What follows belongs to an exercise in optimizing a design on an open flow for small area and a short achievable clock period; a production flow would make more cautious choices.
Where RTL was checked, it was by simulation tests only, not by an equivalence proof against the original.
Function not checked in runs 1 and 2: the RTL went through the layout flow alone.

==> flow/design.v <==
module mul_div_unit #(
    parameter int WIDTH   = 32,
    parameter int MUL_LAT = 5,
    parameter int DIV_LAT = 10
) (
    input  logic             clk,
    input  logic             reset,
    input  logic             start,
    input  logic [2:0]       op,
    input  logic [WIDTH-1:0] a,
    input  logic [WIDTH-1:0] b,
    input  logic             flush,
    output logic             busy,
    output logic             done,
    output logic [WIDTH-1:0] hi,
    output logic [WIDTH-1:0] lo
);
    logic [31:0] x;
    logic [33:0] ph;
    logic [33:0] pl;
    logic        pb;
    logic        f_div, f_sgn, neg_a;
    logic [3:0]  cnt;
    logic [34:0] xs;              
    logic        d_neg;           
    assign d_neg = f_sgn & x[31];
    assign xs    = {{3{d_neg}}, x};
    logic [34:0] ain [0:4];
    logic [34:0] pp  [0:3];
    logic [34:0] sum [0:3];
    logic [3:0]  qb, pneg;
    logic [2:0]  bd  [0:3];
    assign bd[0]  = {pl[1:0], pb};
    assign bd[1]  = pl[3:1];
    assign bd[2]  = pl[5:3];
    assign bd[3]  = pl[7:5];
    assign ain[0] = f_div ? {2'b00, ph[31:0], pl[31]} : {ph[33], ph};
    for (genvar k = 0; k < 4; k++) begin : g_row
        logic one, two;
        always_comb begin
            if (f_div) begin
                one = 1'b1; two = 1'b0; pneg[k] = ~d_neg;
            end else begin
                one = bd[k][1] ^ bd[k][0];
                two = (bd[k][2] & ~bd[k][1] & ~bd[k][0]) | (~bd[k][2] & bd[k][1] & bd[k][0]);
                pneg[k] = bd[k][2];
            end
            pp[k] = (({35{one}} & xs) | ({35{two}} & {xs[33:0], 1'b0})) ^ {35{pneg[k]}};
        end
        logic co_unused;
        add35_bk u_add (.a(ain[k]), .b(pp[k]), .ci(pneg[k]), .s(sum[k]), .co(co_unused));
        assign qb[k]     = ~sum[k][34];
        assign ain[k+1]  = f_div ? {2'b00, (qb[k] ? sum[k][31:0] : ain[k][31:0]), pl[30-k]}
                                 : {{2{sum[k][34]}}, sum[k][34:2]};
    end
    logic [31:0] neg_pl, neg_ph;
    logic        m_last, d_first, d_last, neg_q, bz;
    assign neg_pl  = -pl[31:0];
    assign neg_ph  = -ph[31:0];
    assign m_last  = (cnt == 4'd4);
    assign d_first = (cnt == 4'd0);
    assign d_last  = (cnt == 4'd9);
    assign neg_q   = neg_a ^ d_neg;
    assign bz      = (x == 32'd0);
    logic last;
    assign last = f_div ? d_last : m_last;
    always_ff @(posedge clk) begin
        if (!busy) begin
            x     <= b;
            ph    <= '0;
            pl    <= {{2{~op[0] & a[31]}}, a};
            pb    <= 1'b0;
            f_div <= op[1];
            f_sgn <= ~op[0];
            neg_a <= ~op[0] & a[31];
            cnt   <= '0;
        end else begin
            cnt <= cnt + 4'd1;
            if (!f_div) begin
                ph <= ain[4][33:0];
                pl <= {sum[3][1:0], sum[2][1:0], sum[1][1:0], sum[0][1:0], pl[33:8]};
                pb <= pl[7];
            end else if (d_first) begin
                pl[31:0] <= neg_a ? neg_pl : pl[31:0];
            end else begin
                ph[31:0] <= ain[4][32:1];
                pl[31:0] <= {pl[27:0], qb[0], qb[1], qb[2], qb[3]};
            end
        end
    end
    always_ff @(posedge clk or posedge reset) begin
        if (reset) begin
            busy <= 1'b0;
            done <= 1'b0;
            hi   <= '0;
            lo   <= '0;
        end else begin
            done <= 1'b0;
            if (!busy) begin
                if (start && !flush) begin
                    if (!op[2]) busy <= 1'b1;
                    else if (op[1:0] == 2'b00) hi <= a;
                    else if (op[1:0] == 2'b01) lo <= a;
                end
            end else if (flush) begin
                busy <= 1'b0;
            end else if (last) begin
                busy <= 1'b0;
                done <= 1'b1;
                if (!f_div) begin
                    hi <= sum[0][31:0];
                    lo <= pl[33:2];
                end else begin
                    hi <= neg_a ? neg_ph : ph[31:0];
                    lo <= bz ? 32'hFFFF_FFFF : (neg_q ? neg_pl : pl[31:0]);
                end
            end
        end
    end
endmodule
module add35_bk (input logic [34:0] a, input logic [34:0] b, input logic ci,
    output logic [34:0] s, output logic co);
    logic [34:0] p, g;
    assign p = a ^ b;
    assign g = a & b;
    logic G_0_0;
    assign G_0_0 = ci;
    logic G_1_1, P_1_1;
    assign G_1_1 = g[0];
    assign P_1_1 = p[0];
    logic G_2_2, P_2_2;
    assign G_2_2 = g[1];
    assign P_2_2 = p[1];
    logic G_3_3, P_3_3;
    assign G_3_3 = g[2];
    assign P_3_3 = p[2];
    logic G_4_4, P_4_4;
    assign G_4_4 = g[3];
    assign P_4_4 = p[3];
    logic G_5_5, P_5_5;
    assign G_5_5 = g[4];
    assign P_5_5 = p[4];
    logic G_6_6, P_6_6;
    assign G_6_6 = g[5];
    assign P_6_6 = p[5];
    logic G_7_7, P_7_7;
    assign G_7_7 = g[6];
    assign P_7_7 = p[6];
    logic G_8_8, P_8_8;
    assign G_8_8 = g[7];
    assign P_8_8 = p[7];
    logic G_9_9, P_9_9;
    assign G_9_9 = g[8];
    assign P_9_9 = p[8];
    logic G_10_10, P_10_10;
    assign G_10_10 = g[9];
    assign P_10_10 = p[9];
    logic G_11_11, P_11_11;
    assign G_11_11 = g[10];
    assign P_11_11 = p[10];
    logic G_12_12, P_12_12;
    assign G_12_12 = g[11];
    assign P_12_12 = p[11];
    logic G_13_13, P_13_13;
    assign G_13_13 = g[12];
    assign P_13_13 = p[12];
    logic G_14_14, P_14_14;
    assign G_14_14 = g[13];
    assign P_14_14 = p[13];
    logic G_15_15, P_15_15;
    assign G_15_15 = g[14];
    assign P_15_15 = p[14];
    logic G_16_16, P_16_16;
    assign G_16_16 = g[15];
    assign P_16_16 = p[15];
    logic G_17_17, P_17_17;
    assign G_17_17 = g[16];
    assign P_17_17 = p[16];
    logic G_18_18, P_18_18;
    assign G_18_18 = g[17];
    assign P_18_18 = p[17];
    logic G_19_19, P_19_19;
    assign G_19_19 = g[18];
    assign P_19_19 = p[18];
    logic G_20_20, P_20_20;
    assign G_20_20 = g[19];
    assign P_20_20 = p[19];
    logic G_21_21, P_21_21;
    assign G_21_21 = g[20];
    assign P_21_21 = p[20];
    logic G_22_22, P_22_22;
    assign G_22_22 = g[21];
    assign P_22_22 = p[21];
    logic G_23_23, P_23_23;
    assign G_23_23 = g[22];
    assign P_23_23 = p[22];
    logic G_24_24, P_24_24;
    assign G_24_24 = g[23];
    assign P_24_24 = p[23];
    logic G_25_25, P_25_25;
    assign G_25_25 = g[24];
    assign P_25_25 = p[24];
    logic G_26_26, P_26_26;
    assign G_26_26 = g[25];
    assign P_26_26 = p[25];
    logic G_27_27, P_27_27;
    assign G_27_27 = g[26];
    assign P_27_27 = p[26];
    logic G_28_28, P_28_28;
    assign G_28_28 = g[27];
    assign P_28_28 = p[27];
    logic G_29_29, P_29_29;
    assign G_29_29 = g[28];
    assign P_29_29 = p[28];
    logic G_30_30, P_30_30;
    assign G_30_30 = g[29];
    assign P_30_30 = p[29];
    logic G_31_31, P_31_31;
    assign G_31_31 = g[30];
    assign P_31_31 = p[30];
    logic G_32_32, P_32_32;
    assign G_32_32 = g[31];
    assign P_32_32 = p[31];
    logic G_33_33, P_33_33;
    assign G_33_33 = g[32];
    assign P_33_33 = p[32];
    logic G_34_34, P_34_34;
    assign G_34_34 = g[33];
    assign P_34_34 = p[33];
    logic G_35_35, P_35_35;
    assign G_35_35 = g[34];
    assign P_35_35 = p[34];
    logic G_1_0;
    assign G_1_0 = G_1_1 | (P_1_1 & G_0_0);
    logic G_3_2;
    assign G_3_2 = G_3_3 | (P_3_3 & G_2_2);
    logic P_3_2;
    assign P_3_2 = P_3_3 & P_2_2;
    logic G_5_4;
    assign G_5_4 = G_5_5 | (P_5_5 & G_4_4);
    logic P_5_4;
    assign P_5_4 = P_5_5 & P_4_4;
    logic G_7_6;
    assign G_7_6 = G_7_7 | (P_7_7 & G_6_6);
    logic P_7_6;
    assign P_7_6 = P_7_7 & P_6_6;
    logic G_9_8;
    assign G_9_8 = G_9_9 | (P_9_9 & G_8_8);
    logic P_9_8;
    assign P_9_8 = P_9_9 & P_8_8;
    logic G_11_10;
    assign G_11_10 = G_11_11 | (P_11_11 & G_10_10);
    logic P_11_10;
    assign P_11_10 = P_11_11 & P_10_10;
    logic G_13_12;
    assign G_13_12 = G_13_13 | (P_13_13 & G_12_12);
    logic P_13_12;
    assign P_13_12 = P_13_13 & P_12_12;
    logic G_15_14;
    assign G_15_14 = G_15_15 | (P_15_15 & G_14_14);
    logic P_15_14;
    assign P_15_14 = P_15_15 & P_14_14;
    logic G_17_16;
    assign G_17_16 = G_17_17 | (P_17_17 & G_16_16);
    logic P_17_16;
    assign P_17_16 = P_17_17 & P_16_16;
    logic G_19_18;
    assign G_19_18 = G_19_19 | (P_19_19 & G_18_18);
    logic P_19_18;
    assign P_19_18 = P_19_19 & P_18_18;
    logic G_21_20;
    assign G_21_20 = G_21_21 | (P_21_21 & G_20_20);
    logic P_21_20;
    assign P_21_20 = P_21_21 & P_20_20;
    logic G_23_22;
    assign G_23_22 = G_23_23 | (P_23_23 & G_22_22);
    logic P_23_22;
    assign P_23_22 = P_23_23 & P_22_22;
    logic G_25_24;
    assign G_25_24 = G_25_25 | (P_25_25 & G_24_24);
    logic P_25_24;
    assign P_25_24 = P_25_25 & P_24_24;
    logic G_27_26;
    assign G_27_26 = G_27_27 | (P_27_27 & G_26_26);
    logic P_27_26;
    assign P_27_26 = P_27_27 & P_26_26;
    logic G_29_28;
    assign G_29_28 = G_29_29 | (P_29_29 & G_28_28);
    logic P_29_28;
    assign P_29_28 = P_29_29 & P_28_28;
    logic G_31_30;
    assign G_31_30 = G_31_31 | (P_31_31 & G_30_30);
    logic P_31_30;
    assign P_31_30 = P_31_31 & P_30_30;
    logic G_33_32;
    assign G_33_32 = G_33_33 | (P_33_33 & G_32_32);
    logic P_33_32;
    assign P_33_32 = P_33_33 & P_32_32;
    logic G_35_34;
    assign G_35_34 = G_35_35 | (P_35_35 & G_34_34);
    logic P_35_34;
    assign P_35_34 = P_35_35 & P_34_34;
    logic G_3_0;
    assign G_3_0 = G_3_2 | (P_3_2 & G_1_0);
    logic G_7_4;
    assign G_7_4 = G_7_6 | (P_7_6 & G_5_4);
    logic P_7_4;
    assign P_7_4 = P_7_6 & P_5_4;
    logic G_11_8;
    assign G_11_8 = G_11_10 | (P_11_10 & G_9_8);
    logic P_11_8;
    assign P_11_8 = P_11_10 & P_9_8;
    logic G_15_12;
    assign G_15_12 = G_15_14 | (P_15_14 & G_13_12);
    logic P_15_12;
    assign P_15_12 = P_15_14 & P_13_12;
    logic G_19_16;
    assign G_19_16 = G_19_18 | (P_19_18 & G_17_16);
    logic P_19_16;
    assign P_19_16 = P_19_18 & P_17_16;
    logic G_23_20;
    assign G_23_20 = G_23_22 | (P_23_22 & G_21_20);
    logic P_23_20;
    assign P_23_20 = P_23_22 & P_21_20;
    logic G_27_24;
    assign G_27_24 = G_27_26 | (P_27_26 & G_25_24);
    logic P_27_24;
    assign P_27_24 = P_27_26 & P_25_24;
    logic G_31_28;
    assign G_31_28 = G_31_30 | (P_31_30 & G_29_28);
    logic P_31_28;
    assign P_31_28 = P_31_30 & P_29_28;
    logic G_35_32;
    assign G_35_32 = G_35_34 | (P_35_34 & G_33_32);
    logic P_35_32;
    assign P_35_32 = P_35_34 & P_33_32;
    logic G_7_0;
    assign G_7_0 = G_7_4 | (P_7_4 & G_3_0);
    logic G_15_8;
    assign G_15_8 = G_15_12 | (P_15_12 & G_11_8);
    logic P_15_8;
    assign P_15_8 = P_15_12 & P_11_8;
    logic G_23_16;
    assign G_23_16 = G_23_20 | (P_23_20 & G_19_16);
    logic P_23_16;
    assign P_23_16 = P_23_20 & P_19_16;
    logic G_31_24;
    assign G_31_24 = G_31_28 | (P_31_28 & G_27_24);
    logic P_31_24;
    assign P_31_24 = P_31_28 & P_27_24;
    logic G_15_0;
    assign G_15_0 = G_15_8 | (P_15_8 & G_7_0);
    logic G_31_16;
    assign G_31_16 = G_31_24 | (P_31_24 & G_23_16);
    logic P_31_16;
    assign P_31_16 = P_31_24 & P_23_16;
    logic G_31_0;
    assign G_31_0 = G_31_16 | (P_31_16 & G_15_0);
    logic G_23_0;
    assign G_23_0 = G_23_16 | (P_23_16 & G_15_0);
    logic G_11_0;
    assign G_11_0 = G_11_8 | (P_11_8 & G_7_0);
    logic G_19_0;
    assign G_19_0 = G_19_16 | (P_19_16 & G_15_0);
    logic G_27_0;
    assign G_27_0 = G_27_24 | (P_27_24 & G_23_0);
    logic G_35_0;
    assign G_35_0 = G_35_32 | (P_35_32 & G_31_0);
    logic G_5_0;
    assign G_5_0 = G_5_4 | (P_5_4 & G_3_0);
    logic G_9_0;
    assign G_9_0 = G_9_8 | (P_9_8 & G_7_0);
    logic G_13_0;
    assign G_13_0 = G_13_12 | (P_13_12 & G_11_0);
    logic G_17_0;
    assign G_17_0 = G_17_16 | (P_17_16 & G_15_0);
    logic G_21_0;
    assign G_21_0 = G_21_20 | (P_21_20 & G_19_0);
    logic G_25_0;
    assign G_25_0 = G_25_24 | (P_25_24 & G_23_0);
    logic G_29_0;
    assign G_29_0 = G_29_28 | (P_29_28 & G_27_0);
    logic G_33_0;
    assign G_33_0 = G_33_32 | (P_33_32 & G_31_0);
    logic G_2_0;
    assign G_2_0 = G_2_2 | (P_2_2 & G_1_0);
    logic G_4_0;
    assign G_4_0 = G_4_4 | (P_4_4 & G_3_0);
    logic G_6_0;
    assign G_6_0 = G_6_6 | (P_6_6 & G_5_0);
    logic G_8_0;
    assign G_8_0 = G_8_8 | (P_8_8 & G_7_0);
    logic G_10_0;
    assign G_10_0 = G_10_10 | (P_10_10 & G_9_0);
    logic G_12_0;
    assign G_12_0 = G_12_12 | (P_12_12 & G_11_0);
    logic G_14_0;
    assign G_14_0 = G_14_14 | (P_14_14 & G_13_0);
    logic G_16_0;
    assign G_16_0 = G_16_16 | (P_16_16 & G_15_0);
    logic G_18_0;
    assign G_18_0 = G_18_18 | (P_18_18 & G_17_0);
    logic G_20_0;
    assign G_20_0 = G_20_20 | (P_20_20 & G_19_0);
    logic G_22_0;
    assign G_22_0 = G_22_22 | (P_22_22 & G_21_0);
    logic G_24_0;
    assign G_24_0 = G_24_24 | (P_24_24 & G_23_0);
    logic G_26_0;
    assign G_26_0 = G_26_26 | (P_26_26 & G_25_0);
    logic G_28_0;
    assign G_28_0 = G_28_28 | (P_28_28 & G_27_0);
    logic G_30_0;
    assign G_30_0 = G_30_30 | (P_30_30 & G_29_0);
    logic G_32_0;
    assign G_32_0 = G_32_32 | (P_32_32 & G_31_0);
    logic G_34_0;
    assign G_34_0 = G_34_34 | (P_34_34 & G_33_0);
    assign s[0] = p[0] ^ G_0_0;
    assign s[1] = p[1] ^ G_1_0;
    assign s[2] = p[2] ^ G_2_0;
    assign s[3] = p[3] ^ G_3_0;
    assign s[4] = p[4] ^ G_4_0;
    assign s[5] = p[5] ^ G_5_0;
    assign s[6] = p[6] ^ G_6_0;
    assign s[7] = p[7] ^ G_7_0;
    assign s[8] = p[8] ^ G_8_0;
    assign s[9] = p[9] ^ G_9_0;
    assign s[10] = p[10] ^ G_10_0;
    assign s[11] = p[11] ^ G_11_0;
    assign s[12] = p[12] ^ G_12_0;
    assign s[13] = p[13] ^ G_13_0;
    assign s[14] = p[14] ^ G_14_0;
    assign s[15] = p[15] ^ G_15_0;
    assign s[16] = p[16] ^ G_16_0;
    assign s[17] = p[17] ^ G_17_0;
    assign s[18] = p[18] ^ G_18_0;
    assign s[19] = p[19] ^ G_19_0;
    assign s[20] = p[20] ^ G_20_0;
    assign s[21] = p[21] ^ G_21_0;
    assign s[22] = p[22] ^ G_22_0;
    assign s[23] = p[23] ^ G_23_0;
    assign s[24] = p[24] ^ G_24_0;
    assign s[25] = p[25] ^ G_25_0;
    assign s[26] = p[26] ^ G_26_0;
    assign s[27] = p[27] ^ G_27_0;
    assign s[28] = p[28] ^ G_28_0;
    assign s[29] = p[29] ^ G_29_0;
    assign s[30] = p[30] ^ G_30_0;
    assign s[31] = p[31] ^ G_31_0;
    assign s[32] = p[32] ^ G_32_0;
    assign s[33] = p[33] ^ G_33_0;
    assign s[34] = p[34] ^ G_34_0;
    assign co = G_35_0;
endmodule
==> flow/run.sh <==
#!/bin/bash
# synth_recipe.tcl (not shown) runs the flow's synth.tcl, then flattens the netlist and writes it again
# the make line also repeats each setting of config.mk as NAME=value (left out here)
make -C /OpenROAD-flow-scripts/flow DESIGN_CONFIG=/design/flow/config.mk WORK_HOME=/design/flow/orfs CLKGATE_MAP_FILE= SYNTH_SCRIPT=/design/flow/synth_recipe.tcl finish
==> flow/config.mk <==
export PLATFORM = sky130hd
export DESIGN_NAME = mul_div_unit
export DESIGN_NICKNAME = mul_div_unit
export VERILOG_FILES = /design/flow/design.v
export SDC_FILE = /design/flow/constraint.sdc
export NUM_CORES = 4
export LEC_CHECK = 0
export CAP_MARGIN = 20
export CORE_MARGIN = 2
export CORE_UTILIZATION = 40
export SLEW_MARGIN = 20
==> flow/constraint.sdc <==
create_clock -name core_clock -period 90.0 [get_ports {clk}]
set_input_delay 18.0000 -clock core_clock [delete_from_list [all_inputs] [get_ports {clk}]]
set_output_delay 18.0000 -clock core_clock [all_outputs]
set_load 0.01 [all_outputs]
==> impl_metrics.tcl, run 1 <==
set metrics [dict create \
    outcome "no timing/DRC/antenna violations" \
    slowest_delay_ns 0.87 \
    area_delta_synth_final_pct 10.34 \
    worstMarginPinSlew_ns 1.163 \
    clk_latency_ns 0.50 \
    fin_skew_ns 0.01758 \
    ys_types 103 \
    fin_area_sq_um 23640 \
    synth_top_area_cell "edfxtp_1" \
    synth.ff_latch_count 174 \
    tns_ns 0 \
    placed_cells_incl_taps 3332 \
    critPathLaunchType "flip-flop" \
    yosysWarnings 8 \
    cpMostUsedCell "buf_4" \
    timing.final.crit_share 0.2227 \
    dp_slack_ns 69.69 \
    utilization 0.4480 \
    syn_nets 2965 \
    hold_ws_ns 0.4509 \
    numCtsBuffers 17 \
    clk_pin_slew_ns 0.08 \
    firstDrtPassIters 6 \
    final_common_cell "nand2_1" \
    ys.flop_type "edfxtp_1" \
    worstPathRequired_ns 90.45 \
    die_h_um 235.4 \
    wl_per_cell_um 22.55 \
    crit_type "flip-flop to flip-flop" \
    max_freq_mhz 49.88 \
    drcViolationCount 0 \
    hold_viol 0 \
    nets 2934 \
    final_cell_mix "nand2_1, nor2_1, a21oi_1, o21ai_0, inv_1" \
    portBuffers 136 \
    cts_resized 0 \
    grt_usage 0.2725 \
    stdcell_count 3365 \
    dp_hpwl_um 57370 \
    synthArstFlopShare 0.3793 \
    cts.path.max_buffers 2 \
    worst_ep_arrival_time_ns 20.50 \
    grt_pass1_wl_um 118100 \
    layout_setup_ws_ns 69.95 \
    row_count 84 \
    relSlewSlack 0.2229 \
    grt_pass1_vias 19539 \
    ant_nets 0 \
    drive_gt1_frac 0.07324 \
    finalCriticalPeriod_ns 20.05 \
    io_pins 137 \
    finalMaxSlewViolations 0 \
    yosysTopAreaCellShare 0.09672 \
    wirelength_um 75870 \
    grt_remaining_overflow 0 \
    synth_edf_count 69 \
    avgSynthCellArea_sq_um 7.952 \
    placed_area_sq_um 23070 \
    die_w_um 235.4 \
    num_vias 20259 \
    antenna_found_initial 0 \
    ys_top_cells_by_area "edfxtp_1, ha_1, dfrtp_1" \
    root_buffer "clkbuf_16" \
    hold_class "flip-flop to flip-flop" \
    synth_area_sq_um 21420 \
    grt_max_degree 83 \
    start_util 0.4060 \
    cts_setup_buffers 0 \
    setup_viol_count_final 0 \
    gp_congestion 0.9358 \
    rsz0062_at_grt "false" \
    holdBufCountCts 0 \
    slowest_stage "a2111oi_0" \
    avgViaCountPerCell 6.021 \
    yosysSeqAreaShare 0.2103 \
    htreeDepth 4 \
    initialDrtViolationCount 2050 \
    cts.sinks 174 \
    critPathMaxFanout 63 \
    critPathCaptureType "flip-flop" \
    cts_tree "built" \
    coreArea_sq_um 52760 \
    dieArea_sq_um 55420 \
    synthCells 2694 \
    max_cap_violations 0 \
]
==> critical path: cells and delay by family, from the launching register on <==
family                   cells  cell delay, ns
XOR/XNOR                     1            0.21
multiplexers                 3            1.13
AND/OR/NAND/NOR             10            1.87
adder cells (fa/ha/maj)      8            3.02
flip-flops                   1            0.33
buffers and inverters       11            3.38
AO/OA/AOI/OAI               39            9.83
==> registers in the layout (all words and copies together) (netlist names) <==
register  count
ph           34
pl           34
hi           32
lo           32
x            32
cnt           4
busy          1
done          1
f_div         1
f_sgn         1
neg_a         1
pb            1
==> cells in the mapped netlist (12+ instances only) <==
| library cell | number |
|---|---|
| a211oi_1 | 22 |
| a21o_1 | 63 |
| a21oi_1 | 208 |
| a22o_1 | 50 |
| a22oi_1 | 70 |
| a31oi_1 | 42 |
| and2_1 | 12 |
| and3_1 | 13 |
| buf_1 | 33 |
| buf_2 | 41 |
| clkbuf_1 | 144 |
| dfrtp_1 | 66 |
| dfxtp_1 | 39 |
| edfxtp_1 | 69 |
| fa_1 | 63 |
| ha_1 | 137 |
| inv_1 | 155 |
| mux2_2 | 34 |
| mux2i_1 | 52 |
| nand2_1 | 261 |
| nand2b_1 | 15 |
| nand3_1 | 29 |
| nand4_1 | 12 |
| nor2_1 | 225 |
| nor2b_1 | 34 |
| nor3_1 | 17 |
| nor4_1 | 12 |
| o211ai_1 | 39 |
| o21a_1 | 20 |
| o21ai_0 | 185 |
| o21ai_1 | 22 |
| o31ai_1 | 16 |
| or2_2 | 23 |
| or3_1 | 19 |
| xnor2_1 | 151 |
| xor2_1 | 138 |
==> final cells by class <==
class                   count  area (sq um)
multi-input cells        2138         15460
clock inverters            14         140.1
inverters                 158         595.6
diodes                      1         2.502
flip-flops and latches    174          4508
well taps                 688         860.8
fillers                  5270         29120
repair buffers            174          1647
clock buffers              18         429.2
==> final timing paths <==
kind	depth (start not counted)	end	slack (ns)	startpoint
setup / recovery	72	ph[15]	69.95	f_div
hold / removal	2	ph[32]	0.45	ph[32]
setup reg to reg	72	ph[15]	69.95	f_div
hold reg to reg	2	ph[32]	0.45	ph[32]
max in group asynchronous	3	busy	71.23	reset
min in group asynchronous	2	hi[20]	17.67	reset
==> routing by layer <==
layer / wire length [um] / vias to the layer above / share of wire / track usage
met5: 0 / - / 0 / 0
met4: 2966 / 0 / 0.039 / 0.1125
met3: 5599 / 113 / 0.074 / 0.03952
met2: 32560 / 851 / 0.43 / 0.4100
met1: 34740 / 9874 / 0.46 / 0.3893
li1: - / 9421 / - / -
==> logic make-up after synthesis <==
family,Yosys count,synth area share
buf+inv,382,0.07096
flops,174,0.2103
simple gates,718,0.1596
mux,88,0.04427
compound gates,838,0.2554
fa+ha+maj,205,0.1413
xor+xnor,289,0.1182
==> inputs of run 2 (changes only) <==
--- a/flow/design.v
+++ b/flow/design.v
@@ -17,10 +17,10 @@
 );
     logic [31:0] x;
     logic [33:0] ph;
-    logic [33:0] pl;
-    logic        pb;
+    logic [31:0] pl;
     logic        f_div, f_sgn, neg_a;
     logic [3:0]  cnt;
+    logic        m_last, d_first, d_last;    
     logic [34:0] xs;              
     logic        d_neg;           
     assign d_neg = f_sgn & x[31];
@@ -28,63 +28,89 @@
     logic [34:0] ain [0:4];
     logic [34:0] pp  [0:3];
     logic [34:0] sum [0:3];
-    logic [3:0]  qb, pneg;
-    logic [2:0]  bd  [0:3];
-    assign bd[0]  = {pl[1:0], pb};
-    assign bd[1]  = pl[3:1];
-    assign bd[2]  = pl[5:3];
-    assign bd[3]  = pl[7:5];
-    assign ain[0] = f_div ? {2'b00, ph[31:0], pl[31]} : {ph[33], ph};
+    logic [3:0]  qb;
+    logic [3:0]  c_one, c_two, c_neg;
+    assign ain[0] = {ph[33], ph};
     for (genvar k = 0; k < 4; k++) begin : g_row
-        logic one, two;
-        always_comb begin
-            if (f_div) begin
-                one = 1'b1; two = 1'b0; pneg[k] = ~d_neg;
-            end else begin
-                one = bd[k][1] ^ bd[k][0];
-                two = (bd[k][2] & ~bd[k][1] & ~bd[k][0]) | (~bd[k][2] & bd[k][1] & bd[k][0]);
-                pneg[k] = bd[k][2];
-            end
-            pp[k] = (({35{one}} & xs) | ({35{two}} & {xs[33:0], 1'b0})) ^ {35{pneg[k]}};
-        end
+        assign pp[k] = (({35{c_one[k]}} & xs) | ({35{c_two[k]}} & {xs[33:0], 1'b0}))
+                     ^ {35{c_neg[k]}};
         logic co_unused;
-        add35_bk u_add (.a(ain[k]), .b(pp[k]), .ci(pneg[k]), .s(sum[k]), .co(co_unused));
-        assign qb[k]     = ~sum[k][34];
-        assign ain[k+1]  = f_div ? {2'b00, (qb[k] ? sum[k][31:0] : ain[k][31:0]), pl[30-k]}
-                                 : {{2{sum[k][34]}}, sum[k][34:2]};
+        add35_bk u_add (.a(ain[k]), .b(pp[k]), .ci(c_neg[k]), .s(sum[k]), .co(co_unused));
+        assign qb[k] = ~sum[k][34];
+        logic s_m, s_q, s_r;
+        assign s_m = ~f_div;
+        assign s_q = f_div & qb[k];
+        assign s_r = f_div & ~qb[k];
+        assign ain[k+1] = ({35{s_m}} & {{2{sum[k][34]}}, sum[k][34:2]})
+                        | ({35{s_q}} & {2'b00, sum[k][31:0], pl[30-k]})
+                        | ({35{s_r}} & {2'b00, ain[k][31:0], pl[30-k]});
     end
-    logic [31:0] neg_pl, neg_ph;
-    logic        m_last, d_first, d_last, neg_q, bz;
-    assign neg_pl  = -pl[31:0];
-    assign neg_ph  = -ph[31:0];
-    assign m_last  = (cnt == 4'd4);
-    assign d_first = (cnt == 4'd0);
-    assign d_last  = (cnt == 4'd9);
-    assign neg_q   = neg_a ^ d_neg;
-    assign bz      = (x == 32'd0);
+    function automatic logic [2:0] booth(input logic [2:0] t);    
+        booth[2] = t[1] ^ t[0];
+        booth[1] = (t[2] & ~t[1] & ~t[0]) | (~t[2] & t[1] & t[0]);
+        booth[0] = t[2];
+    endfunction
+    logic [8:0]  nb;              
+    logic        n_div, n_dneg;
+    always_comb begin
+        if (!busy) begin
+            nb     = {a[7:0], 1'b0};
+            n_div  = op[1];
+            n_dneg = ~op[0] & b[31];
+        end else begin
+            nb     = (cnt == 4'd3) ? {6'd0, neg_a, neg_a, pl[7]} : pl[15:7];
+            n_div  = f_div;
+            n_dneg = d_neg;
+        end
+    end
+    always_ff @(posedge clk) begin
+        for (int k = 0; k < 4; k++) begin
+            logic [2:0] bc;
+            bc = n_div ? {2'b10, ~n_dneg} : booth(nb[2*k +: 3]);
+            c_one[k] <= bc[2];
+            c_two[k] <= bc[1];
+            c_neg[k] <= bc[0];
+        end
+    end
+    function automatic logic [31:0] cneg(input logic [31:0] v, input logic en);
+        logic [31:0] below;
+        below[0] = 1'b0;
+        for (int i = 1; i < 32; i++) below[i] = below[i-1] | v[i-1];
+        cneg = v ^ ({32{en}} & below);
+    endfunction
+    logic [31:0] pl_abs;
+    logic        neg_q, bz;
+    assign pl_abs = cneg(pl, neg_a);
+    assign neg_q = neg_a ^ d_neg;
+    assign bz    = (x == 32'd0);
     logic last;
     assign last = f_div ? d_last : m_last;
     always_ff @(posedge clk) begin
         if (!busy) begin
             x     <= b;
             ph    <= '0;
-            pl    <= {{2{~op[0] & a[31]}}, a};
-            pb    <= 1'b0;
+            pl    <= a;
             f_div <= op[1];
             f_sgn <= ~op[0];
             neg_a <= ~op[0] & a[31];
-            cnt   <= '0;
+            cnt     <= '0;
+            m_last  <= 1'b0;
+            d_first <= 1'b1;
+            d_last  <= 1'b0;
         end else begin
-            cnt <= cnt + 4'd1;
+            cnt     <= cnt + 4'd1;
+            m_last  <= (cnt == 4'd3);
+            d_first <= 1'b0;
+            d_last  <= (cnt == 4'd8);
             if (!f_div) begin
                 ph <= ain[4][33:0];
-                pl <= {sum[3][1:0], sum[2][1:0], sum[1][1:0], sum[0][1:0], pl[33:8]};
-                pb <= pl[7];
+                pl <= {sum[3][1:0], sum[2][1:0], sum[1][1:0], sum[0][1:0], pl[31:8]};
             end else if (d_first) begin
-                pl[31:0] <= neg_a ? neg_pl : pl[31:0];
+                ph <= {33'd0, pl_abs[31]};
+                pl <= pl_abs;
             end else begin
-                ph[31:0] <= ain[4][32:1];
-                pl[31:0] <= {pl[27:0], qb[0], qb[1], qb[2], qb[3]};
+                ph <= ain[4][33:0];
+                pl <= {pl[27:0], qb[0], qb[1], qb[2], qb[3]};
             end
         end
     end
@@ -109,10 +135,10 @@
                 done <= 1'b1;
                 if (!f_div) begin
                     hi <= sum[0][31:0];
-                    lo <= pl[33:2];
+                    lo <= pl;
                 end else begin
-                    hi <= neg_a ? neg_ph : ph[31:0];
-                    lo <= bz ? 32'hFFFF_FFFF : (neg_q ? neg_pl : pl[31:0]);
+                    hi <= cneg(ph[32:1], neg_a);
+                    lo <= bz ? 32'hFFFF_FFFF : cneg(pl, neg_q);
                 end
             end
         end
--- a/flow/config.mk
+++ b/flow/config.mk
@@ -5,6 +5,7 @@
 export SDC_FILE = /design/flow/constraint.sdc
 export NUM_CORES = 4
 export LEC_CHECK = 0
+export ABC_AREA = 1
 export CAP_MARGIN = 20
 export CORE_MARGIN = 2
 export CORE_UTILIZATION = 40
==> run 2 against run 1 <==
Critical path type unchanged. Die area is 11% lower. Wire length down 1.7%. First-iteration DRC count up 17%. Count of clock-buffer cells in the layout down 1. Critical path depth increased by 11. Fmax decreased by 0.76%. Synthesized cell count shrank 3.0%.
==> impl_metrics.tcl, run 2 <==
set metrics [dict create \
    numCtsBuffers 17 \
    ant_nets 0 \
    crit_type "flip-flop to flip-flop" \
    ys_top_cells_by_area "dfxtp_1, dfrtp_1, ha_1" \
    critPathMaxFanout 33 \
    timing.final.crit_share 0.2244 \
    slowest_delay_ns 0.80 \
    root_buffer "clkbuf_16" \
    worstMarginPinSlew_ns 1.060 \
    dieArea_sq_um 49500 \
    coreArea_sq_um 47450 \
    synth.ff_latch_count 186 \
    hold_end "cnt[0]" \
    grt_usage 0.2993 \
    start_util 0.4024 \
    drive_gt1_frac 0.04379 \
    synth_area_sq_um 19090 \
    die_h_um 222.5 \
    synth_most_common_cell "nand2_1" \
    wirelength_um 74570 \
    cts.sinks 186 \
    grt_remaining_overflow 0 \
    worstPathRequired_ns 90.36 \
    top_register "ph" \
    holdPathStages 1 \
    max_freq_mhz 49.51 \
    num_vias 19892 \
    reg2reg_slack_ns 69.80 \
    r2r_start "c_two[0]" \
    final_common_cell "nand2_1" \
    finalMaxSlewViolations 0 \
    cpMostUsedCell "nand2_1" \
    tns_ns 0 \
    setup_viol_count_final 0 \
    firstDrtPassIters 6 \
    synth_top_area_cell "dfxtp_1" \
    grt_max_degree 74 \
    avgSynthCellArea_sq_um 7.310 \
    htreeDepth 4 \
    yosysWarnings 6 \
    holdBufCountCts 0 \
    rsz0062_at_grt "false" \
    dp_hpwl_um 56100 \
    drcViolationCount 0 \
    avgViaCountPerCell 6.052 \
    yosysSeqAreaShare 0.2307 \
    worst_ep_arrival_time_ns 20.56 \
    portBuffers 136 \
    max_cap_violations 0 \
    grt_pass1_wl_um 113500 \
    syn_nets 2881 \
    clk_pin_slew_ns 0.09 \
    relSlewSlack 0.2925 \
    synthCells 2612 \
    synthArstFlopShare 0.3548 \
    ys_types 54 \
    hold_viol 0 \
    nets 2928 \
    initialDrtViolationCount 2396 \
    yosys-top-cells-count "nand2_1, inv_1, nor2_1" \
    rr_endpoint "ph[7]" \
    hold_class "flip-flop to flip-flop" \
    slowest_stage "inv_1" \
    row_count 80 \
    critPathCaptureType "flip-flop" \
    cts.path.max_buffers 2 \
    cts_tree "built" \
    n_fill_cell 4865 \
    grt_pass1_vias 19025 \
    ys.flop_type "dfxtp_1" \
    cts_setup_buffers 0 \
    critPathLaunchType "flip-flop" \
    antenna_found_initial 1 \
    r2r_cells 83 \
    fin_skew_ns 0.02973 \
    gp_congestion 1.004 \
    die_w_um 222.5 \
    finalCriticalPeriod_ns 20.20 \
    outcome "no timing/DRC/antenna violations" \
    area_delta_synth_final_pct 12.82 \
    min_from "cnt[0]" \
    wl_per_cell_um 22.69 \
    hold_ws_ns 0.4745 \
    n_antenna_cell 0 \
    cts_resized 0 \
    clk_latency_ns 0.53 \
    synth_edf_count 35 \
    io_pins 137 \
    largest_register_ffs 34 \
    yosysTopAreaCellShare 0.08912 \
    final_cell_mix "nand2_1, inv_1, nor2_1, xor2_1, o22ai_1" \
]
-- run 2: cell types whose count changed in the layout (fill, tap and decap cells not counted), moves of 44 or more --
cell / change
inv_1: +190
o22ai_1: +161
nand2_1: +120
xnor2_1: -112
nand3_1: +72
a22oi_1: -68
a21oi_1: -56
mux2i_1: -52
dfxtp_1: +44
o21ai_0: -44
-- run 2: area by class of cell --
class	count	area (sq um)	area share
Multi-Input combinational cell	1936	12850	0.5964
Sequential cell	186	4410	0.2047
Timing Repair Buffer	164	1572	0.07295
Inverter	354	1331	0.06180
Tap cell	615	769.5	0.03572
Clock buffer	17	425.4	0.01975
Clock inverter	15	185.2	0.008596
-- run 2: worst max path at each step --
stage / end / cells after the start / start / slack [ns]
after global routing: ph[7] / 83 / c_two[0] / 68.61
final: ph[7] / 83 / c_two[0] / 69.80
after floorplan: busy / 1 / reset / 70.35
after global placement: hi[0] / 6 / op[2] / 69.60
after CTS: hi[0] / 6 / op[2] / 70.15
after detailed placement: hi[0] / 6 / op[2] / 69.62
-- run 2: cell families after synthesis --
logic type               count (synthesis)  synth area share
AND/OR/NAND/NOR                        815            0.1879
adder cells (fa/ha/maj)                198            0.1565
flip-flops                             186            0.2307
buffers and inverters                  490           0.09692
XOR/XNOR                               205           0.09404
AO/OA/AOI/OAI                          718            0.2339
-- run 2: per-layer routing --
layer  up-vias  part of all wire  GRT usage
met4         2             0.047     0.1487
met5         -           0.00016          0
met3       218             0.096    0.05686
met2      1089              0.43     0.4565
met1      9499              0.42     0.4052
li1       9084                 -          -
-- run 2: stage by stage --
step | utilization | worst slack (ns) | area (sq um) | std cells
after floorplan | - | 70.35 | 19090 | 2612
after global placement | 0.4411 | 69.60 | 20930 | 3255
after detailed placement | 0.4412 | 69.62 | 20930 | 3255
after CTS | 0.4540 | 70.15 | 21540 | 3287
after global routing | 0.4540 | 68.61 | 21540 | 3287
final | 0.4540 | 69.80 | 21540 | 3287
-- run 2: critical path: cells and delay by family, from the launching register on --
| family | cells | cell delay (ns) |
|---|---|---|
| buf+inv | 11 | 3.26 |
| simple gates | 34 | 5.56 |
| flops | 1 | 0.30 |
| fa+ha+maj | 8 | 2.66 |
| xor+xnor | 1 | 0.17 |
| compound gates | 29 | 8.03 |
==> inputs of run 3 (changes only) <==
--- a/flow/design.v
+++ b/flow/design.v
@@ -18,32 +18,34 @@
     logic [31:0] x;
     logic [33:0] ph;
     logic [31:0] pl;
-    logic        f_div, f_sgn, neg_a;
+    logic        f_div, d_neg, neg_a;     
     logic [3:0]  cnt;
+    logic        run;             
     logic        m_last, d_first, d_last;    
+    assign m_last  = (cnt == 4'd4);
+    assign d_first = (cnt == 4'd0);
+    assign d_last  = (cnt == 4'd9);
     logic [34:0] xs;              
-    logic        d_neg;           
-    assign d_neg = f_sgn & x[31];
     assign xs    = {{3{d_neg}}, x};
     logic [34:0] ain [0:4];
     logic [34:0] pp  [0:3];
     logic [34:0] sum [0:3];
-    logic [3:0]  qb;
+    logic [3:0]  qb, rneg;
     logic [3:0]  c_one, c_two, c_neg;
     assign ain[0] = {ph[33], ph};
     for (genvar k = 0; k < 4; k++) begin : g_row
+        if (k == 0) begin : g_n0
+            assign rneg[k] = c_neg[k];
+        end else begin : g_nk
+            assign rneg[k] = c_neg[k] ^ (f_div & ~qb[k-1]);
+        end
         assign pp[k] = (({35{c_one[k]}} & xs) | ({35{c_two[k]}} & {xs[33:0], 1'b0}))
-                     ^ {35{c_neg[k]}};
+                     ^ {35{rneg[k]}};
         logic co_unused;
-        add35_bk u_add (.a(ain[k]), .b(pp[k]), .ci(c_neg[k]), .s(sum[k]), .co(co_unused));
-        assign qb[k] = ~sum[k][34];
-        logic s_m, s_q, s_r;
-        assign s_m = ~f_div;
-        assign s_q = f_div & qb[k];
-        assign s_r = f_div & ~qb[k];
-        assign ain[k+1] = ({35{s_m}} & {{2{sum[k][34]}}, sum[k][34:2]})
-                        | ({35{s_q}} & {2'b00, sum[k][31:0], pl[30-k]})
-                        | ({35{s_r}} & {2'b00, ain[k][31:0], pl[30-k]});
+        add35_bk u_add (.a(ain[k]), .b(pp[k]), .ci(rneg[k]), .s(sum[k]), .co(co_unused));
+        assign qb[k]    = ~sum[k][34];
+        assign ain[k+1] = f_div ? {sum[k][33:0], pl[30-k]}
+                                : {{2{sum[k][34]}}, sum[k][34:2]};
     end
     function automatic logic [2:0] booth(input logic [2:0] t);    
         booth[2] = t[1] ^ t[0];
@@ -53,7 +55,7 @@
     logic [8:0]  nb;              
     logic        n_div, n_dneg;
     always_comb begin
-        if (!busy) begin
+        if (!run) begin
             nb     = {a[7:0], 1'b0};
             n_div  = op[1];
             n_dneg = ~op[0] & b[31];
@@ -66,7 +68,14 @@
     always_ff @(posedge clk) begin
         for (int k = 0; k < 4; k++) begin
             logic [2:0] bc;
-            bc = n_div ? {2'b10, ~n_dneg} : booth(nb[2*k +: 3]);
+            if (!n_div)
+                bc = booth(nb[2*k +: 3]);
+            else if (k == 0 && run && cnt == 4'd8)
+                bc = {1'b0, ~qb[3], n_dneg};            
+            else if (k == 0 && run && !d_first)
+                bc = {2'b10, n_dneg ^ qb[3]};           
+            else
+                bc = {2'b10, ~n_dneg};                  
             c_one[k] <= bc[2];
             c_two[k] <= bc[1];
             c_neg[k] <= bc[0];
@@ -78,36 +87,30 @@
         for (int i = 1; i < 32; i++) below[i] = below[i-1] | v[i-1];
         cneg = v ^ ({32{en}} & below);
     endfunction
-    logic [31:0] pl_abs;
+    logic [31:0] pl_neg;
     logic        neg_q, bz;
-    assign pl_abs = cneg(pl, neg_a);
-    assign neg_q = neg_a ^ d_neg;
-    assign bz    = (x == 32'd0);
+    assign pl_neg = cneg(pl, d_first ? neg_a : (f_div & neg_q));
+    assign neg_q  = (neg_a ^ d_neg) & ~bz;
+    assign bz     = (x == 32'd0);
     logic last;
     assign last = f_div ? d_last : m_last;
     always_ff @(posedge clk) begin
-        if (!busy) begin
-            x     <= b;
-            ph    <= '0;
-            pl    <= a;
-            f_div <= op[1];
-            f_sgn <= ~op[0];
-            neg_a <= ~op[0] & a[31];
+        if (!run) begin
+            x       <= b;
+            ph      <= '0;
+            pl      <= a;
+            f_div   <= op[1];
+            d_neg   <= ~op[0] & b[31];
+            neg_a   <= ~op[0] & a[31];
             cnt     <= '0;
-            m_last  <= 1'b0;
-            d_first <= 1'b1;
-            d_last  <= 1'b0;
         end else begin
             cnt     <= cnt + 4'd1;
-            m_last  <= (cnt == 4'd3);
-            d_first <= 1'b0;
-            d_last  <= (cnt == 4'd8);
             if (!f_div) begin
                 ph <= ain[4][33:0];
                 pl <= {sum[3][1:0], sum[2][1:0], sum[1][1:0], sum[0][1:0], pl[31:8]};
             end else if (d_first) begin
-                ph <= {33'd0, pl_abs[31]};
-                pl <= pl_abs;
+                ph <= {33'd0, pl_neg[31]};
+                pl <= pl_neg;
             end else begin
                 ph <= ain[4][33:0];
                 pl <= {pl[27:0], qb[0], qb[1], qb[2], qb[3]};
@@ -116,13 +119,22 @@
     end
     always_ff @(posedge clk or posedge reset) begin
         if (reset) begin
+            run  <= 1'b0;
+        end else if (!run) begin
+            run  <= start & ~flush & ~op[2];
+        end else begin
+            run  <= ~flush & ~last;
+        end
+    end
+    always_ff @(posedge clk or posedge reset) begin
+        if (reset) begin
             busy <= 1'b0;
             done <= 1'b0;
             hi   <= '0;
             lo   <= '0;
         end else begin
             done <= 1'b0;
-            if (!busy) begin
+            if (!run) begin
                 if (start && !flush) begin
                     if (!op[2]) busy <= 1'b1;
                     else if (op[1:0] == 2'b00) hi <= a;
@@ -133,13 +145,8 @@
             end else if (last) begin
                 busy <= 1'b0;
                 done <= 1'b1;
-                if (!f_div) begin
-                    hi <= sum[0][31:0];
-                    lo <= pl;
-                end else begin
-                    hi <= cneg(ph[32:1], neg_a);
-                    lo <= bz ? 32'hFFFF_FFFF : cneg(pl, neg_q);
-                end
+                hi <= f_div ? cneg(sum[0][32:1], neg_a) : sum[0][31:0];
+                lo <= pl_neg;
             end
         end
     end
==> flow/flow/run.sh (new file) <==
#!/bin/bash
set -euo pipefail
bash standard.sh \
  BUFFER_PORTS_ARGS="-buffer_cell sky130_fd_sc_hd__buf_1" \
  CTS_ARGS="-repair_clock_nets -buf_list sky130_fd_sc_hd__clkbuf_16 -dont_use_dummy_load" \
  SETUP_SLACK_MARGIN=70.8 \
  finish > standard.log 2>&1
==> flow/standard.sh (new file) <==
#!/bin/bash
# synth_recipe.tcl (not shown) runs the flow's synth.tcl, then flattens the netlist and writes it again
# the make line also repeats each setting of config.mk as NAME=value (left out here)
make -C /OpenROAD-flow-scripts/flow DESIGN_CONFIG=/design/flow/config.mk WORK_HOME=/design/flow/orfs CLKGATE_MAP_FILE= SYNTH_SCRIPT=/design/flow/synth_recipe.tcl "${@:-finish}"
--- a/flow/config.mk
+++ b/flow/config.mk
@@ -8,5 +8,5 @@
 export ABC_AREA = 1
 export CAP_MARGIN = 20
 export CORE_MARGIN = 2
-export CORE_UTILIZATION = 40
+export CORE_UTILIZATION = 65
 export SLEW_MARGIN = 20
removed: flow/run.sh
==> run 3 against run 2 <==
Critical path depth decreased by 82. Clock skew rose by 0.0080 ns. Critical path type is now flip-flop to output pin. Critical endpoint is now lo[29].
==> impl_metrics.tcl, run 3 <==
set metrics [dict create \
    max_freq_mhz 52.47 \
    reg2reg_slack_ns 71.91 \
    synth_top_area_cell "dfrtp_1" \
    yosys-top-cells-count "nand2_1, inv_1, xor2_1" \
    stdcell_count 2767 \
    coreArea_sq_um 26800 \
    finalCriticalPeriod_ns 19.06 \
    crit_chain "buf_1" \
    synthXorXnorAreaFrac 0.1175 \
    critPathLaunchType "flip-flop" \
    synth_area_sq_um 17660 \
    syn_nets 2631 \
    ys.flop_type "dfxtp_1" \
    clk_latency_ns 0.46 \
    grt_max_degree 93 \
    setup_viol_count_final 0 \
    synth_mux_area_frac 0.001133 \
    drcViolationCount 0 \
    antenna_found_initial 1 \
    drive_gt1_frac 0.03256 \
    r2r_start "c_one[0]" \
    row_count 60 \
    synth_compound_area_frac 0.2014 \
    io_pins 137 \
    final_cell_mix "nand2_1, inv_1, xor2_1, o22ai_1, o21ai_0" \
    ys_types 50 \
    relSlewSlack 0.2630 \
    synthCells 2362 \
    synthSimpleGateAreaFrac 0.1631 \
    crit_family "flip-flops" \
    die_h_um 168.8 \
    hold_viol 0 \
    n_antenna_cell 0 \
    hold_class "flip-flop to flip-flop" \
    timing.final.crit_share 0.2118 \
    cts.path.max_buffers 2 \
    worstPathRequired_ns 72.00 \
    r2r_cells 81 \
    ys_top_cells_by_area "dfrtp_1, dfxtp_1, xor2_1" \
    grt_usage 0.3941 \
    wl_per_cell_um 20.44 \
    tns_ns 0 \
    critPathMaxFanout 2 \
    portBuffers 136 \
    outcome "no timing/DRC/antenna violations" \
    num_vias 17521 \
    fin_skew_ns 0.03770 \
    root_buffer "clkbuf_16" \
    grt_pass1_vias 16804 \
    worstMarginPinSlew_ns 1.099 \
    yosysWarnings 6 \
    nets 2697 \
    final_common_cell "nand2_1" \
    synth.ff_latch_count 184 \
    cp_num_buf_inv 1 \
    synth_top_family_by_area "compound AO/OA/AOI/OAI gates" \
    htreeDepth 4 \
    grt_pass1_wl_um 88320 \
    utilization 0.7035 \
    cts_tree "built" \
    yosysSeqAreaShare 0.2468 \
    synth_fa_ha_area_frac 0.1692 \
    largest_register_ffs 34 \
    ant_nets 0 \
    rr_endpoint "c_neg[0]" \
    max_cap_violations 0 \
    cp-startpoint "lo[29]" \
    clk_pin_slew_ns 0.08 \
    finalMaxSlewViolations 0 \
    yosysTopAreaCellShare 0.09493 \
    rsz0062_at_grt "false" \
    synth_most_common_cell "nand2_1" \
    dieArea_sq_um 28510 \
    synth_edf_count 34 \
    avgViaCountPerCell 6.332 \
    top_register "ph" \
    dp_hpwl_um 42830 \
    cts.sinks 184 \
    min_from "busy" \
    crit_type "flip-flop to output pin" \
    hold_end "busy" \
    worst_ep_arrival_time_ns 1.06 \
    avgSynthCellArea_sq_um 7.478 \
    firstDrtPassIters 6 \
    critPathCaptureType "output pin" \
    placed_cells_incl_taps 2749 \
    initialDrtViolationCount 1896 \
    gp_congestion 0.9572 \
    die_w_um 168.8 \
    wirelength_um 56560 \
    slowest_delay_ns 0.41 \
    slowest_stage "dfrtp_1" \
    start_util 0.6590 \
    grt_remaining_overflow 0 \
    numCtsBuffers 17 \
    area_delta_synth_final_pct 6.744 \
    holdBufCountCts 0 \
    holdPathStages 2 \
    synthArstFlopShare 0.3641 \
]
[run 3: cell count changes after synthesis, sizes merged, moves of 24 or more]
cell | previous run | this run
a21oi | 150 | 72
o221ai | 37 | 4
o31ai | 41 | 12
nand2 | 384 | 408
nand3 | 103 | 62
nor2 | 241 | 141
xor2 | 166 | 190
o2111ai | 0 | 31
[run 3: area by class of cell]
class                   count  area, sq um
repair inverters            1        5.005
multi-input cells        1704        11560
repair buffers            157        696.9
flip-flops and latches    184         4365
inverters                 363         1374
fillers                  2349         7948
clock buffers              17        425.4
well taps                 341        426.7
[run 3: worst max-delay path by stage]
stage / to / slack (ns) / cells past startpoint
finish: lo[29] / 70.94 / 1
global route: c_neg[0] / 70.81 / 81
CTS: lo[4] / 70.83 / 9
detailed placement: lo[4] / 70.34 / 9
global placement: hi[11] / 70.49 / 8
floorplan: hi[21] / 70.87 / 8
[run 3: per-stage QoR]
| step | area (sq um) | setup slack, ns | hold WS [ns] |
|---|---|---|---|
| after floorplan | 17670 | 70.87 | 0.4379 |
| after global placement | 18360 | 70.49 | 0.4525 |
| after detailed placement | 18360 | 70.34 | 0.4656 |
| after CTS | 18790 | 70.83 | 0.4787 |
| after global routing | 18850 | 70.81 | 0.5211 |
| final | 18850 | 70.94 | 0.4798 |
[run 3: metal layers]
layer | vias up | global-route usage | share of wire
li1 | 8082 | - | -
met1 | 8268 | 0.5134 | 0.40
met2 | 991 | 0.6374 | 0.46
met3 | 180 | 0.07342 | 0.10
met4 | 0 | 0.1844 | 0.046
met5 | - | 0 | 0
[run 3: kinds of logic (layout without fill, tap and decap cells)]
family	count (synthesis)	count (layout)
buffers and inverters	474	538
flip-flops	184	184
AO/OA/AOI/OAI	579	579
adder cells (fa/ha/maj)	198	198
AND/OR/NAND/NOR	692	692
multiplexers	2	2
XOR/XNOR	233	233
[run 3: what timing repair did]
action	CTS	global route
endpoints found under the setup margin	0	85
buffers inserted	0	0
gates resized for setup	0	14
==> inputs of run 4 (changes only) <==
==> flow/flow/run.sh (replaced) <==
#!/bin/bash
set -euo pipefail
bash standard.sh \
  BUFFER_PORTS_ARGS="-buffer_cell sky130_fd_sc_hd__buf_1" \
  CTS_ARGS="-sink_clustering_enable -repair_clock_nets -buf_list sky130_fd_sc_hd__clkbuf_16 -dont_use_dummy_load" \
  SETUP_SLACK_MARGIN=70.8 \
  finish > standard.log 2>&1
==> run 4 against run 3 <==
Still clean on timing, DRC and antenna. Global-route usage unchanged. Count of clock-buffer cells in the layout unchanged. Sequential cell count unchanged. Wire length unchanged. Highest routed layer unchanged.
==> impl_metrics.tcl, run 4 <==
set metrics [dict create \
    dieArea_sq_um 28510 \
    crit_type "flip-flop to output pin" \
    hold_class "flip-flop to flip-flop" \
    start_util 0.6590 \
    slowest_delay_ns 0.41 \
    fin_area_sq_um 18850 \
    io_pins 137 \
    ys_types 50 \
    synthArstFlopShare 0.3641 \
    firstDrtPassIters 6 \
    nets 2697 \
    outcome "no timing/DRC/antenna violations" \
    synth.ff_latch_count 184 \
    relSlewSlack 0.2630 \
    syn_nets 2631 \
    r2r_start "c_one[0]" \
    slowest_stage "dfrtp_1" \
    hold_end "busy" \
    holdPathStages 2 \
    yosysWarnings 6 \
    crit_chain "buf_1" \
    grt_remaining_overflow 0 \
    largest_register_ffs 34 \
    cts.sinks 184 \
    coreArea_sq_um 26800 \
    rr_endpoint "c_neg[0]" \
    portBuffers 136 \
    r2r_cells 81 \
    hold_viol 0 \
    wirelength_um 56560 \
    htreeDepth 4 \
    cts.path.max_buffers 2 \
    worstMarginPinSlew_ns 1.099 \
    synth_most_common_cell "nand2_1" \
    tns_ns 0 \
    grt_pass1_wl_um 88320 \
    critPathMaxFanout 2 \
    clk_pin_slew_ns 0.08 \
    final_common_cell "nand2_1" \
    dp_slack_ns 70.34 \
    max_cap_violations 0 \
    initialDrtViolationCount 1896 \
    top_register "ph" \
    synthCells 2362 \
    ant_nets 0 \
    die_w_um 168.8 \
    clk_latency_ns 0.46 \
    finalMaxSlewViolations 0 \
    area_delta_synth_final_pct 6.744 \
    grt_max_degree 93 \
    synth_edf_count 34 \
    min_from "busy" \
    critPathLaunchType "flip-flop" \
    worst_ep_arrival_time_ns 1.06 \
    grt_pass1_vias 16804 \
    fin_skew_ns 0.03770 \
    crit_family "flip-flops" \
    drive_gt1_frac 0.03256 \
    wl_per_cell_um 20.44 \
    drcViolationCount 0 \
    avgViaCountPerCell 6.332 \
    hold_ws_ns 0.4798 \
    holdBufCountCts 0 \
    n_fill_cell 2349 \
    row_count 60 \
    yosys-top-cells-count "nand2_1, inv_1, xor2_1" \
    die_h_um 168.8 \
    gp_congestion 0.9572 \
    ys_top_cells_by_area "dfrtp_1, dfxtp_1, xor2_1" \
    setup_viol_count_final 0 \
    cts_setup_buffers 0 \
    max_freq_mhz 52.47 \
    antenna_found_initial 1 \
    synth_top_area_cell "dfrtp_1" \
    reg2reg_slack_ns 71.91 \
    avgSynthCellArea_sq_um 7.478 \
    num_vias 17521 \
    stdcell_count 2767 \
    grt_usage 0.3941 \
    cts_resized 0 \
    final_cell_mix "nand2_1, inv_1, xor2_1, o22ai_1, o21ai_0" \
    critPathCaptureType "output pin" \
    layout_setup_ws_ns 70.94 \
    numCtsBuffers 17 \
    yosysSeqAreaShare 0.2468 \
    dp_hpwl_um 42830 \
    root_buffer "clkbuf_16" \
    cp_num_buf_inv 1 \
    multi_input_area_sq_um 11560 \
    rsz0062_at_grt "false" \
    worstPathRequired_ns 72.00 \
    cts_tree "built" \
    synth_area_sq_um 17660 \
    utilization 0.7035 \
    finalCriticalPeriod_ns 19.06 \
    placed_area_sq_um 18360 \
    timing.final.crit_share 0.2118 \
    yosysTopAreaCellShare 0.09493 \
    n_antenna_cell 0 \
    ys.flop_type "dfxtp_1" \
    placed_cells_incl_taps 2749 \
    seqCellArea_sq_um 4365 \
]
run 4: cell counts in the layout (fill, tap and decap cells not counted):
No cell type changed its count.
run 4: logic make-up after synthesis:
logic type | count (synthesis) | synth area share
adder cells (fa/ha/maj) | 198 | 0.1692
multiplexers | 2 | 0.001134
buffers and inverters | 474 | 0.1009
AND/OR/NAND/NOR | 692 | 0.1631
flip-flops | 184 | 0.2468
XOR/XNOR | 233 | 0.1175
AO/OA/AOI/OAI | 579 | 0.2014
run 4: worst max-delay path by stage:
stage / end / start / cells past startpoint / slack (ns)
CTS: lo[4] / flush / 9 / 70.83
floorplan: hi[21] / op[1] / 8 / 70.87
detailed placement: lo[4] / flush / 9 / 70.34
global route: c_neg[0] / c_one[0] / 81 / 70.81
global placement: hi[11] / op[1] / 8 / 70.49
finish: lo[29] / lo[29] / 1 / 70.94
run 4: per-layer routing:
layer / part of all wire / routed length [um] / up-vias / global-route usage
met5: 0 / 0 / - / 0
met4: 0.046 / 2584 / 0 / 0.1844
met3: 0.10 / 5779 / 180 / 0.07342
met2: 0.46 / 25790 / 991 / 0.6374
met1: 0.40 / 22400 / 8268 / 0.5134
li1: - / - / 8082 / -
run 4: cell type report:
class                      instances  share of cell area
clock buffer                      17             0.02256
inverter                         363             0.07287
sequential                       184              0.2316
multi-input combinational       1704              0.6132
timing repair buffer             157             0.03697
timing repair inverter             1           0.0002655
tap                              341             0.02263
==> inputs of run 5 (changes only) <==
==> flow/flow/run.sh (replaced) <==
#!/bin/bash
set -euo pipefail
bash standard.sh \
  BUFFER_PORTS_ARGS="-buffer_cell sky130_fd_sc_hd__buf_1" \
  CTS_ARGS="-sink_clustering_enable -repair_clock_nets -buf_list sky130_fd_sc_hd__clkbuf_16 -sink_clustering_size 30 -sink_clustering_max_diameter 150 -sink_clustering_levels 1 -dont_use_dummy_load" \
  SETUP_SLACK_MARGIN=70.8 \
  finish > standard.log 2>&1
==> run 5 against run 4 <==
Worst setup slack did not move. Worst hold slack did not move. Synthesized cell count did not move. Non-clock buffer count did not move. Count of clock-buffer cells in the layout did not move. Design area did not move. Synthesized area did not move. Fmax did not move. Cell count did not move. Critical endpoint unchanged.
==> impl_metrics.tcl, run 5 <==
set metrics [dict create \
    rsz0062_at_grt "false" \
    synth.ff_latch_count 184 \
    ys_top_cells_by_area "dfrtp_1, dfxtp_1, xor2_1" \
    clk_pin_slew_ns 0.08 \
    tns_ns 0 \
    final_cell_mix "nand2_1, inv_1, xor2_1, o22ai_1, o21ai_0" \
    finalMaxSlewViolations 0 \
    portBuffers 136 \
    coreArea_sq_um 26800 \
    largest_register_ffs 34 \
    critPathMaxFanout 2 \
    final_common_cell "nand2_1" \
    worst_ep_arrival_time_ns 1.06 \
    dp_hpwl_um 42830 \
    slowest_delay_ns 0.41 \
    synth_area_sq_um 17660 \
    finalCriticalPeriod_ns 19.06 \
    gp_congestion 0.9572 \
    drcViolationCount 0 \
    placed_cells_incl_taps 2749 \
    utilization 0.7035 \
    ys_types 50 \
    synthArstFlopShare 0.3641 \
    antenna_found_initial 1 \
    wirelength_um 56560 \
    start_util 0.6590 \
    fin_skew_ns 0.03770 \
    nets 2697 \
    critPathLaunchType "flip-flop" \
    cts_tree "built" \
    yosys-top-cells-count "nand2_1, inv_1, xor2_1" \
    crit_type "flip-flop to output pin" \
    initialDrtViolationCount 1896 \
    worstPathRequired_ns 72.00 \
    drive_gt1_frac 0.03256 \
    crit_family "flip-flops" \
    syn_nets 2631 \
    placed_area_sq_um 18360 \
    max_freq_mhz 52.47 \
    synth_top_area_cell "dfrtp_1" \
    outcome "no timing/DRC/antenna violations" \
    min_from "busy" \
    synthCells 2362 \
    wl_per_cell_um 20.44 \
    cp_num_buf_inv 1 \
    cts.sinks 184 \
    yosysTopAreaCellShare 0.09493 \
    clk_latency_ns 0.46 \
    max_cap_violations 0 \
    timing.final.crit_share 0.2118 \
    stdcell_count 2767 \
    worstMarginPinSlew_ns 1.099 \
    cts.path.max_buffers 2 \
    die_h_um 168.8 \
    setup_viol_count_final 0 \
    r2r_start "c_one[0]" \
    cp-startpoint "lo[29]" \
    synth_edf_count 34 \
    relSlewSlack 0.2630 \
    io_pins 137 \
    grt_usage 0.3941 \
    synth_most_common_cell "nand2_1" \
    fin_area_sq_um 18850 \
    grt_remaining_overflow 0 \
    grt_pass1_wl_um 88320 \
    grt_pass1_vias 16804 \
    hold_viol 0 \
    htreeDepth 4 \
    num_vias 17521 \
    slowest_stage "dfrtp_1" \
    row_count 60 \
    crit_chain "buf_1" \
    holdBufCountCts 0 \
    yosysSeqAreaShare 0.2468 \
    critPathCaptureType "output pin" \
    avgViaCountPerCell 6.332 \
    ys.flop_type "dfxtp_1" \
    area_delta_synth_final_pct 6.744 \
    avgSynthCellArea_sq_um 7.478 \
    n_antenna_cell 0 \
    die_w_um 168.8 \
    yosysWarnings 6 \
    root_buffer "clkbuf_16" \
    ant_nets 0 \
    numCtsBuffers 17 \
    hold_class "flip-flop to flip-flop" \
    dieArea_sq_um 28510 \
    top_register "ph" \
    firstDrtPassIters 6 \
    grt_max_degree 93 \
]
==> run 5: cell counts after synthesis <==
No cell type changed its count.
==> run 5: stage by stage <==
step	hold slack (ns)	worst slack (ns)
2_1_floorplan	0.4379	70.87
3_3_place_gp	0.4525	70.49
3_5_place_dp	0.4656	70.34
4_1_cts	0.4787	70.83
5_1_grt	0.5211	70.81
6_report	0.4798	70.94
==> run 5: worst paths after layout <==
path	end	slack, ns	cells past startpoint
worst max-delay path	lo[29]	70.94	1
worst min-delay path	busy	0.48	2
worst max register to register	c_neg[0]	71.91	81
worst min register to register	busy	0.48	2
max in group asynchronous	run	71.54	3
min in group asynchronous	hi[14]	17.82	3
==> run 5: per-layer routing <==
| layer | up-vias | share of wire | wire length (um) | global-route usage |
|---|---|---|---|---|
| li1 | 8082 | - | - | - |
| met1 | 8268 | 0.40 | 22400 | 0.5134 |
| met2 | 991 | 0.46 | 25790 | 0.6374 |
| met3 | 180 | 0.10 | 5779 | 0.07342 |
| met4 | 0 | 0.046 | 2584 | 0.1844 |
| met5 | - | 0 | 0 | 0 |
==> run 5: cell type report <==
class,instances,area [sq um]
sequential,184,4365
multi-input combinational,1704,11560
clock buffer,17,425.4
timing repair buffer,157,696.9
fill,2349,7948
tap,341,426.7
inverter,363,1374
timing repair inverter,1,5.005
==> run 5: timing repair <==
item | CTS | global route
buffers inserted | 0 | 0
endpoints found under the setup margin | 0 | 85
resized for setup | 0 | 14
==> run 5: logic make-up (layout without fill, tap and decap cells) <==
kind of cell,Yosys count,after routing,share of synthesized area
AOI/OAI and AO/OA,579,579,0.2014
xor gates and xnor gates,233,233,0.1175
adders and majority gates,198,198,0.1692
buffers and inverters,474,538,0.1009
DFF,184,184,0.2468
muxes,2,2,0.001134
and+or+nand+nor,692,692,0.1631

port drivers added, routing unchanged:
Ports are ideal in the flow. The routed layouts listed here were re-timed in OpenROAD. Step 1 (the two cells are an assumption about what drives the block):
set clk [get_ports {clk}]
set_driving_cell -lib_cell sky130_fd_sc_hd__clkbuf_16 $clk
set_driving_cell -lib_cell sky130_fd_sc_hd__buf_2 [delete_from_list [all_inputs] $clk]
Step 2 moves the port delays by t, midway between the first and last clock arrival at a register: inputs arrive t later, outputs are due t later. That takes back most of the time a late clock gives input paths. Slacks: ideal / step 1 / step 2; pairs: ideal / step 1.
run	t (ns)	setup WS [ns]	worst setup path at the end	worst register clock-pin slew, ns	pins driven straight from the clock port
run 1	0.557	69.953 / 69.953 / 69.668	input to register	0.09 / 0.09	1
run 2	0.570	69.801 / 69.801 / 69.541	input to register	0.10 / 0.10	1
run 3	0.491	70.942 / 70.891 / 70.535	input to register	0.09 / 0.09	1
run 4	0.491	70.942 / 70.891 / 70.535	input to register	0.09 / 0.09	1
run 5	0.491	70.942 / 70.891 / 70.535	input to register	0.09 / 0.09	1
After both steps every run listed still meets setup and hold.
